From an optimization exercise on the open Yosys and OpenROAD flow, aimed at small area; shortcuts taken in it are not production practice. Function was checked by simulation only, so behaviour that the tests miss may differ from the original. No driver is modelled on the clock port, so clocking that relies on it looks cheaper here than on a real chip. Power figures rest on the tool's default switching activity, not on a simulated workload.

Setup of build 58:
==> flow/design.v <==
package lc3b_mem_pkg;
  typedef enum logic [1:0] {
    IDLE  = 2'd0,
    READ  = 2'd1,
    WRITE = 2'd2,
    DONE  = 2'd3
  } state_t;
  localparam logic RW_WRITE  = 1'b1;
  localparam logic SIZE_BYTE = 1'b1;
  function automatic logic [15:0] sext_byte(input logic [7:0] b);
    sext_byte = {{8{b[7]}}, b};
  endfunction
endpackage
module lc3b_mem_array #(
  parameter int ROWS = 128,
  parameter int RW   = $clog2(ROWS),
  parameter int NWP  = 12,
  parameter int NRT  = 22
) (
  input  logic          clk,
  input  logic          wcap,
  input  logic [RW-1:0] wrow,
  input  logic [15:0]   wdata,
  input  logic [1:0]    wbe,
  input  logic [RW-1:0] rrow,
  output logic [15:0]   rdata
);
  logic [16*ROWS-1:0] ring;
  logic [RW-1:0] phase;
  logic [RW-1:0] prow;
  logic [15:0]   pdata;
  logic [1:0]    pbe;
  logic [15:0]   rbuf;
  logic [15:0]   rnext;
  logic [RW-1:0] wpos;
  logic [RW-1:0] rpos;
  logic          hit;
  logic [15:0]   tap;
  always_ff @(posedge clk) phase <= phase + RW'(1);
  always_ff @(posedge clk) begin
    if (wcap) begin
      prow  <= wrow;
      pdata <= wdata;
      pbe   <= wbe;
    end
  end
  assign wpos = prow + phase;
  assign rpos = rrow + phase;
  for (genvar i = 0; i < ROWS; i++) begin : g_ring
    localparam int PREV = (i + ROWS - 1) % ROWS;
    localparam int K = (i * NWP + ROWS - 1) / ROWS;
    if (K < NWP && (K * ROWS) / NWP == i) begin : g_wp
      logic sel;
      assign sel = (wpos == RW'(PREV));
      always_ff @(posedge clk) begin
        ring[16*i +: 8]  <= (sel && pbe[0]) ? pdata[7:0]  : ring[16*PREV +: 8];
        ring[16*i+8 +: 8] <= (sel && pbe[1]) ? pdata[15:8] : ring[16*PREV+8 +: 8];
      end
    end else begin : g_sh
      always_ff @(posedge clk) ring[16*i +: 16] <= ring[16*PREV +: 16];
    end
  end
  logic [7:0]  rhi;
  logic [15:0] rlo;
  logic [NRT-1:0] rsel;
  always_comb begin
    rhi = '0;
    rlo = '0;
    rhi[rpos[RW-1:4]] = 1'b1;
    rlo[rpos[3:0]]    = 1'b1;
  end
  for (genvar k = 0; k < NRT; k++) begin : g_rsel
    localparam int P = (k * ROWS) / NRT;
    assign rsel[k] = rhi[P / 16] & rlo[P % 16];
  end
  assign hit = |rsel;
  localparam int NIN = NRT + 1;
  localparam int NG  = (NIN + 2) / 3;
  logic [NIN-1:0]       isel;
  logic [16*NIN-1:0]    idat;
  logic [16*NG-1:0]     gterm_n;
  assign isel = {!hit, rsel};
  for (genvar k = 0; k < NRT; k++) begin : g_idat
    assign idat[16*k +: 16] = ring[16*((k * ROWS) / NRT) +: 16];
  end
  assign idat[16*NRT +: 16] = rbuf;
  for (genvar g = 0; g < NG; g++) begin : g_grp
    always_comb begin
      logic [15:0] acc;
      acc = '0;
      for (int j = 3 * g; j < 3 * g + 3 && j < NIN; j++)
        acc = acc | ({16{isel[j]}} & idat[16*j +: 16]);
      gterm_n[16*g +: 16] = ~acc;
    end
  end
  always_comb begin
    logic [15:0] all1;
    all1 = '1;
    for (int g = 0; g < NG; g++) all1 = all1 & gterm_n[16*g +: 16];
    rnext = ~all1;
  end
  always_ff @(posedge clk) rbuf <= rnext;
  always_comb begin
    rdata = rnext;
    if (prow == rrow) begin
      if (pbe[0]) rdata[7:0]  = pdata[7:0];
      if (pbe[1]) rdata[15:8] = pdata[15:8];
    end
  end
endmodule
module lc3b_mem_unit #(
  parameter int ADDR_W = 16,
  parameter int DATA_W = 16,
  parameter int DEPTH  = 256,
  parameter int RD_LAT = 5,
  parameter int WR_LAT = 10
) (
  input  logic              clk_50,
  input  logic              rst,
  input  logic [DATA_W-1:0] bus,
  input  logic              ld_mar,
  input  logic              ld_mdr,
  input  logic              gate_mdr,
  input  logic              mio_en,
  input  logic              rw,
  input  logic              datasize,
  output logic [DATA_W-1:0] mdr_out,
  output logic              r,
  output logic              addr_err
);
  localparam int AW      = $clog2(DEPTH);
  localparam int MAX_LAT = (RD_LAT > WR_LAT) ? RD_LAT : WR_LAT;
  localparam int CNT_W   = $clog2(MAX_LAT + 1);
  lc3b_mem_pkg::state_t state;
  logic [AW-1:0]     mar;
  logic [AW-1:0]     mar_d;
  logic [DATA_W-1:0] mdr;
  logic [CNT_W-1:0]  cnt;
  logic              size_q;
  logic [15:0]       rdata;
  logic [15:0]       wdata;
  logic [1:0]        wbe;
  logic              unaligned;
  logic              finishing;
  logic              wcap;
  assign mar_d     = ((state == lc3b_mem_pkg::IDLE) && ld_mar) ? bus[AW-1:0] : mar;
  assign unaligned = (size_q != lc3b_mem_pkg::SIZE_BYTE) && mar[0];
  assign finishing = ((state == lc3b_mem_pkg::READ) || (state == lc3b_mem_pkg::WRITE)) && (cnt == '0);
  assign wcap      = finishing && (state == lc3b_mem_pkg::WRITE) && !unaligned;
  assign wdata = {(size_q == lc3b_mem_pkg::SIZE_BYTE) ? mdr[7:0] : mdr[15:8], mdr[7:0]};
  assign wbe   = (size_q == lc3b_mem_pkg::SIZE_BYTE) ? {mar[0], !mar[0]} : 2'b11;
  lc3b_mem_array #(
    .ROWS (DEPTH / 2)
  ) u_array (
    .clk   (clk_50),
    .wcap  (wcap),
    .wrow  (mar[AW-1:1]),
    .wdata (wdata),
    .wbe   (wbe),
    .rrow  (mar_d[AW-1:1]),
    .rdata (rdata)
  );
  always_ff @(posedge clk_50) begin
    if (state == lc3b_mem_pkg::IDLE) begin
      size_q <= datasize;
      cnt    <= (rw == lc3b_mem_pkg::RW_WRITE) ? CNT_W'(WR_LAT - 1) : CNT_W'(RD_LAT - 1);
    end else if (cnt != '0) begin
      cnt    <= cnt - CNT_W'(1);
    end
  end
  always_ff @(posedge clk_50 or posedge rst) begin
    if (rst) begin
      state  <= lc3b_mem_pkg::IDLE;
      mar    <= '0;
      mdr    <= '0;
    end else begin
      case (state)
        lc3b_mem_pkg::IDLE: begin
          mar <= mar_d;
          if (ld_mdr) mdr <= bus;
          if (mio_en) begin
            if (rw == lc3b_mem_pkg::RW_WRITE) begin
              state <= lc3b_mem_pkg::WRITE;
            end else begin
              state <= lc3b_mem_pkg::READ;
            end
          end
        end
        lc3b_mem_pkg::READ, lc3b_mem_pkg::WRITE: begin
          if (cnt == '0) begin
            state <= lc3b_mem_pkg::DONE;
            if ((state == lc3b_mem_pkg::READ) && !unaligned) begin
              if (size_q == lc3b_mem_pkg::SIZE_BYTE)
                mdr <= lc3b_mem_pkg::sext_byte(mar[0] ? rdata[15:8] : rdata[7:0]);
              else
                mdr <= rdata;
            end
          end
        end
        lc3b_mem_pkg::DONE: begin
          if (!mio_en) begin
            state <= lc3b_mem_pkg::IDLE;
          end
        end
        default: state <= lc3b_mem_pkg::IDLE;
      endcase
    end
  end
  assign r        = (state == lc3b_mem_pkg::DONE);
  assign addr_err = r && unaligned;
  assign mdr_out  = gate_mdr ? mdr : '0;
endmodule
==> flow/config.mk <==
export PLATFORM = sky130hd
export DESIGN_NAME = lc3b_mem_unit
export DESIGN_NICKNAME = lc3b_mem_unit
export VERILOG_FILES = /design/flow/design.v
export SDC_FILE = /design/flow/constraint.sdc
export NUM_CORES = 4
export LEC_CHECK = 0
export ABC_AREA = 1
export CAP_MARGIN = 20
export CORE_MARGIN = 2
export CORE_UTILIZATION = 55
export PLACE_DENSITY = 0.65
export SLEW_MARGIN = 20
==> flow/constraint.sdc <==
create_clock -name core_clock -period 10.0 [get_ports {clk_50}]
set_input_delay 2.0000 -clock core_clock [delete_from_list [all_inputs] [get_ports {clk_50}]]
set_output_delay 2.0000 -clock core_clock [all_outputs]
set_load 0.01 [all_outputs]
standard.sh (not shown) runs the stock make flow with config.mk's settings and CLKGATE_MAP_FILE= SYNTH_SCRIPT=/design/flow/synth_recipe.tcl, a recipe that flattens the netlist after the stock synthesis.
==> flow/flow/run.sh <==
#!/bin/bash
# The standard ORFS layout (standard.sh) with these changes:
#  - synthesis: synth_recipe.tcl unchanged, but ABC maps for area only
#    (flow/synth.tcl, flow/abc_area.script);
#  - CTS: small clock buffers, no dummy balancing loads, and leaf buffers
#    whose flip-flop clock slew would be high are upsized (flow/post_cts.tcl);
#  - port buffers are minimum size.
# make's output goes to flow_make.log here; ORFS keeps each step's own log
# under orfs/logs/.
set -euo pipefail
export FLOW_WORK=$PWD
export CLK_SLEW_FIX=0.118
bash standard.sh \
  "SYNTH_SCRIPT=$PWD/flow/synth.tcl" \
  "POST_CTS_TCL=$PWD/flow/post_cts.tcl" \
  "CTS_ARGS=-sink_clustering_enable -repair_clock_nets -dont_use_dummy_load -buf_list sky130_fd_sc_hd__clkbuf_4 -sink_clustering_size 12 -sink_clustering_max_diameter 35" \
  "BUFFER_PORTS_ARGS=-buffer_cell sky130_fd_sc_hd__buf_1" \
  finish > flow_make.log 2>&1
==> flow/flow/abc_area.script <==
strash
dch -f
amap -F 4 -A 16 -C 1000
topo
==> flow/flow/post_cts.tcl <==
# Upsize the clock buffers whose flip-flop clock pins would see a slow edge
# (placement parasitics; routed slews come out a little higher).
estimate_parasitics -placement
set limit $::env(CLK_SLEW_FIX)
set fixed 0
foreach inst [get_cells *] {
  if {[get_property $inst ref_name] != "sky130_fd_sc_hd__clkbuf_4"} { continue }
  set out [get_pins -of_objects $inst -filter "direction == output"]
  set worst 0
  foreach p [get_pins -of_objects [get_nets -of_objects $out] -filter "direction == input"] {
    set s [get_property $p slew_max]
    if {$s > $worst} { set worst $s }
  }
  if {$worst > $limit} {
    replace_cell $inst sky130_fd_sc_hd__clkbuf_8
    incr fixed
  }
}
puts "post_cts: upsized $fixed clock buffers over $limit ns"
detailed_placement
check_placement
==> flow/flow/synth.tcl <==
# The standard synthesis (synth_recipe.tcl, sourced unchanged) with one
# change: ABC maps the logic with an area-only script (flow/abc_area.script)
# instead of ORFS's delay-driven one. Registers are mapped before ABC runs,
# so they come out the same as in the standard synthesis.
proc abc {args} {
  set i [lsearch -exact $args -script]
  if {$i >= 0} { lset args [expr {$i + 1}] $::env(FLOW_WORK)/flow/abc_area.script }
  yosys abc {*}$args
}
source $::env(FLOW_WORK)/synth_recipe.tcl
Build 58 was carried through to the last stage, and its layout satisfied the timing, design-rule and antenna checks.
The following lists how build 84 was set up differently from build 58:
Settings: changing CORE_UTILIZATION from 55 to 72; changing PLACE_DENSITY from 0.65 to 0.82.
diff --git a/flow/flow/run.sh b/flow/flow/run.sh
--- a/flow/flow/run.sh
+++ b/flow/flow/run.sh
@@ -10,9 +10,9 @@
 set -euo pipefail
 export FLOW_WORK=$PWD
-export CLK_SLEW_FIX=0.118
+export CLK_SLEW_FIX=0.115
 bash standard.sh \
   "SYNTH_SCRIPT=$PWD/flow/synth.tcl" \
   "POST_CTS_TCL=$PWD/flow/post_cts.tcl" \
-  "CTS_ARGS=-sink_clustering_enable -repair_clock_nets -dont_use_dummy_load -buf_list sky130_fd_sc_hd__clkbuf_4 -sink_clustering_size 12 -sink_clustering_max_diameter 35" \
+  "CTS_ARGS=-sink_clustering_enable -repair_clock_nets -dont_use_dummy_load -buf_list sky130_fd_sc_hd__clkbuf_4 -sink_clustering_size 11 -sink_clustering_max_diameter 35" \
   "BUFFER_PORTS_ARGS=-buffer_cell sky130_fd_sc_hd__buf_1" \
   finish > flow_make.log 2>&1
diff --git a/flow/flow/post_cts.tcl b/flow/flow/post_cts.tcl
--- a/flow/flow/post_cts.tcl
+++ b/flow/flow/post_cts.tcl
@@ -4,6 +4,11 @@
 set limit $::env(CLK_SLEW_FIX)
 set fixed 0
+set bigger [dict create \
+  sky130_fd_sc_hd__clkbuf_2 sky130_fd_sc_hd__clkbuf_4 \
+  sky130_fd_sc_hd__clkbuf_4 sky130_fd_sc_hd__clkbuf_8 \
+  sky130_fd_sc_hd__clkbuf_8 sky130_fd_sc_hd__clkbuf_16]
 foreach inst [get_cells *] {
-  if {[get_property $inst ref_name] != "sky130_fd_sc_hd__clkbuf_4"} { continue }
+  set ref [get_property $inst ref_name]
+  if {![dict exists $bigger $ref]} { continue }
   set out [get_pins -of_objects $inst -filter "direction == output"]
   set worst 0
@@ -13,5 +18,5 @@
   }
   if {$worst > $limit} {
-    replace_cell $inst sky130_fd_sc_hd__clkbuf_8
+    replace_cell $inst [dict get $bigger $ref]
     incr fixed
   }
Results
Build 84: PASS, flow complete, no timing, DRC or antenna violations
Build 58: PASS, flow complete, no timing, DRC or antenna violations
Fmax: build 84 higher than build 58
Setup slack in build 84 is 0.30 ns higher than in build 58
In the tables for build 58 and build 84, total power reads higher with build 84.
In build 84, non-clock buffer count is lower than in build 58.
Diff build 58 -> build 84: cell count decreased 273; register-to-register slack increased 0.13 ns; hold slack up 0.072 ns.
Input-level comparison between build 30 and build 84:
Settings: CORE_UTILIZATION now 65, was 72; PLACE_DENSITY now 0.75, was 0.82.
## What came out
[build 30] global-route usage fell 3.9 points relative to build 84
Per the comparison of build 30 with build 84, combinational power share comparable, count of plain and timing-repair buffers now larger.
Maximum vdd ir drop deteriorates in build 30 relative to build 84.
Register-to-register slack (build 30 over build 84): decrease, 0.03 ns
[build 30] critical path depth rose about 4.3% relative to build 84
diff inputs: build 30 => build 51
Settings: swapping 0.75 for 0.65 in PLACE_DENSITY; swapping 65 for 55 in CORE_UTILIZATION.
==> flow/flow/post_cts.tcl <==
# Upsize the clock buffers whose flip-flop clock pins would see a slow edge
# (placement parasitics; routed slews come out a little higher).
estimate_parasitics -placement
set limit $::env(CLK_SLEW_FIX)
set fixed 0
foreach inst [get_cells *] {
  if {[get_property $inst ref_name] != "sky130_fd_sc_hd__clkbuf_4"} { continue }
  set out [get_pins -of_objects $inst -filter "direction == output"]
  set worst 0
  foreach p [get_pins -of_objects [get_nets -of_objects $out] -filter "direction == input"] {
    set s [get_property $p slew_max]
    if {$s > $worst} { set worst $s }
  }
  if {$worst > $limit} {
    replace_cell $inst sky130_fd_sc_hd__clkbuf_8
    incr fixed
  }
}
puts "post_cts: upsized $fixed clock buffers over $limit ns"
detailed_placement
check_placement
[summary]
Relative to build 30, routed wire length increased by 780 um in build 51. The core utilization in build 51 sits 10 points below the value recorded for build 30. Build 51 vs. build 30: length of routed wiring on met1 went up by 1400 um. Of build 30 and build 51, the run reporting the lower worst hold slack was build 51. Diff build 30..build 51 | clock transition time at the flip-flop clock pins of the worst setup and hold paths | negligible. Compare build 30 and build 51 | routability congestion estimate higher: build 30. Build 51 vs build 30: clock-buffer cell count up slightly. On build 51: final worst slack is 0.25 ns lower than what build 30 gave.

## re-timing with driven ports
The results above use ideal ports. As a check the final layouts listed here were re-extracted and re-timed, cells and wires unchanged.
Step 1 (the two cells are an assumption about what drives the block):
set clk [get_ports {clk_50}]
set_driving_cell -lib_cell sky130_fd_sc_hd__clkbuf_16 $clk
set_driving_cell -lib_cell sky130_fd_sc_hd__buf_2 [delete_from_list [all_inputs] $clk]
Step 2 moves the port delays by t, midway between the first and last clock arrival at a register: inputs arrive t later, outputs are due t later. That takes back most of the time a late clock gives input paths.
Slacks: ideal ports / drivers / drivers and shift; pairs: ideal ports / drivers.
run | t (ns) | slack for setup (ns) | worst register clock-pin slew, ns
build 58 | 0.905 | 1.876 / 1.917 / 1.011 | 0.12 / 0.12
build 84 | 0.871 | 2.179 / 2.208 / 1.337 | 0.12 / 0.12
build 30 | 0.859 | 2.087 / 2.128 / 1.270 | 0.12 / 0.12
build 51 | 0.873 | 1.840 / 1.881 / 1.008 | 0.12 / 0.12
After both steps setup and hold are still met in every run listed. The setup slack of build 58, which loses most, moves by +0.041 ns with the drivers and by -0.865 ns with both steps.
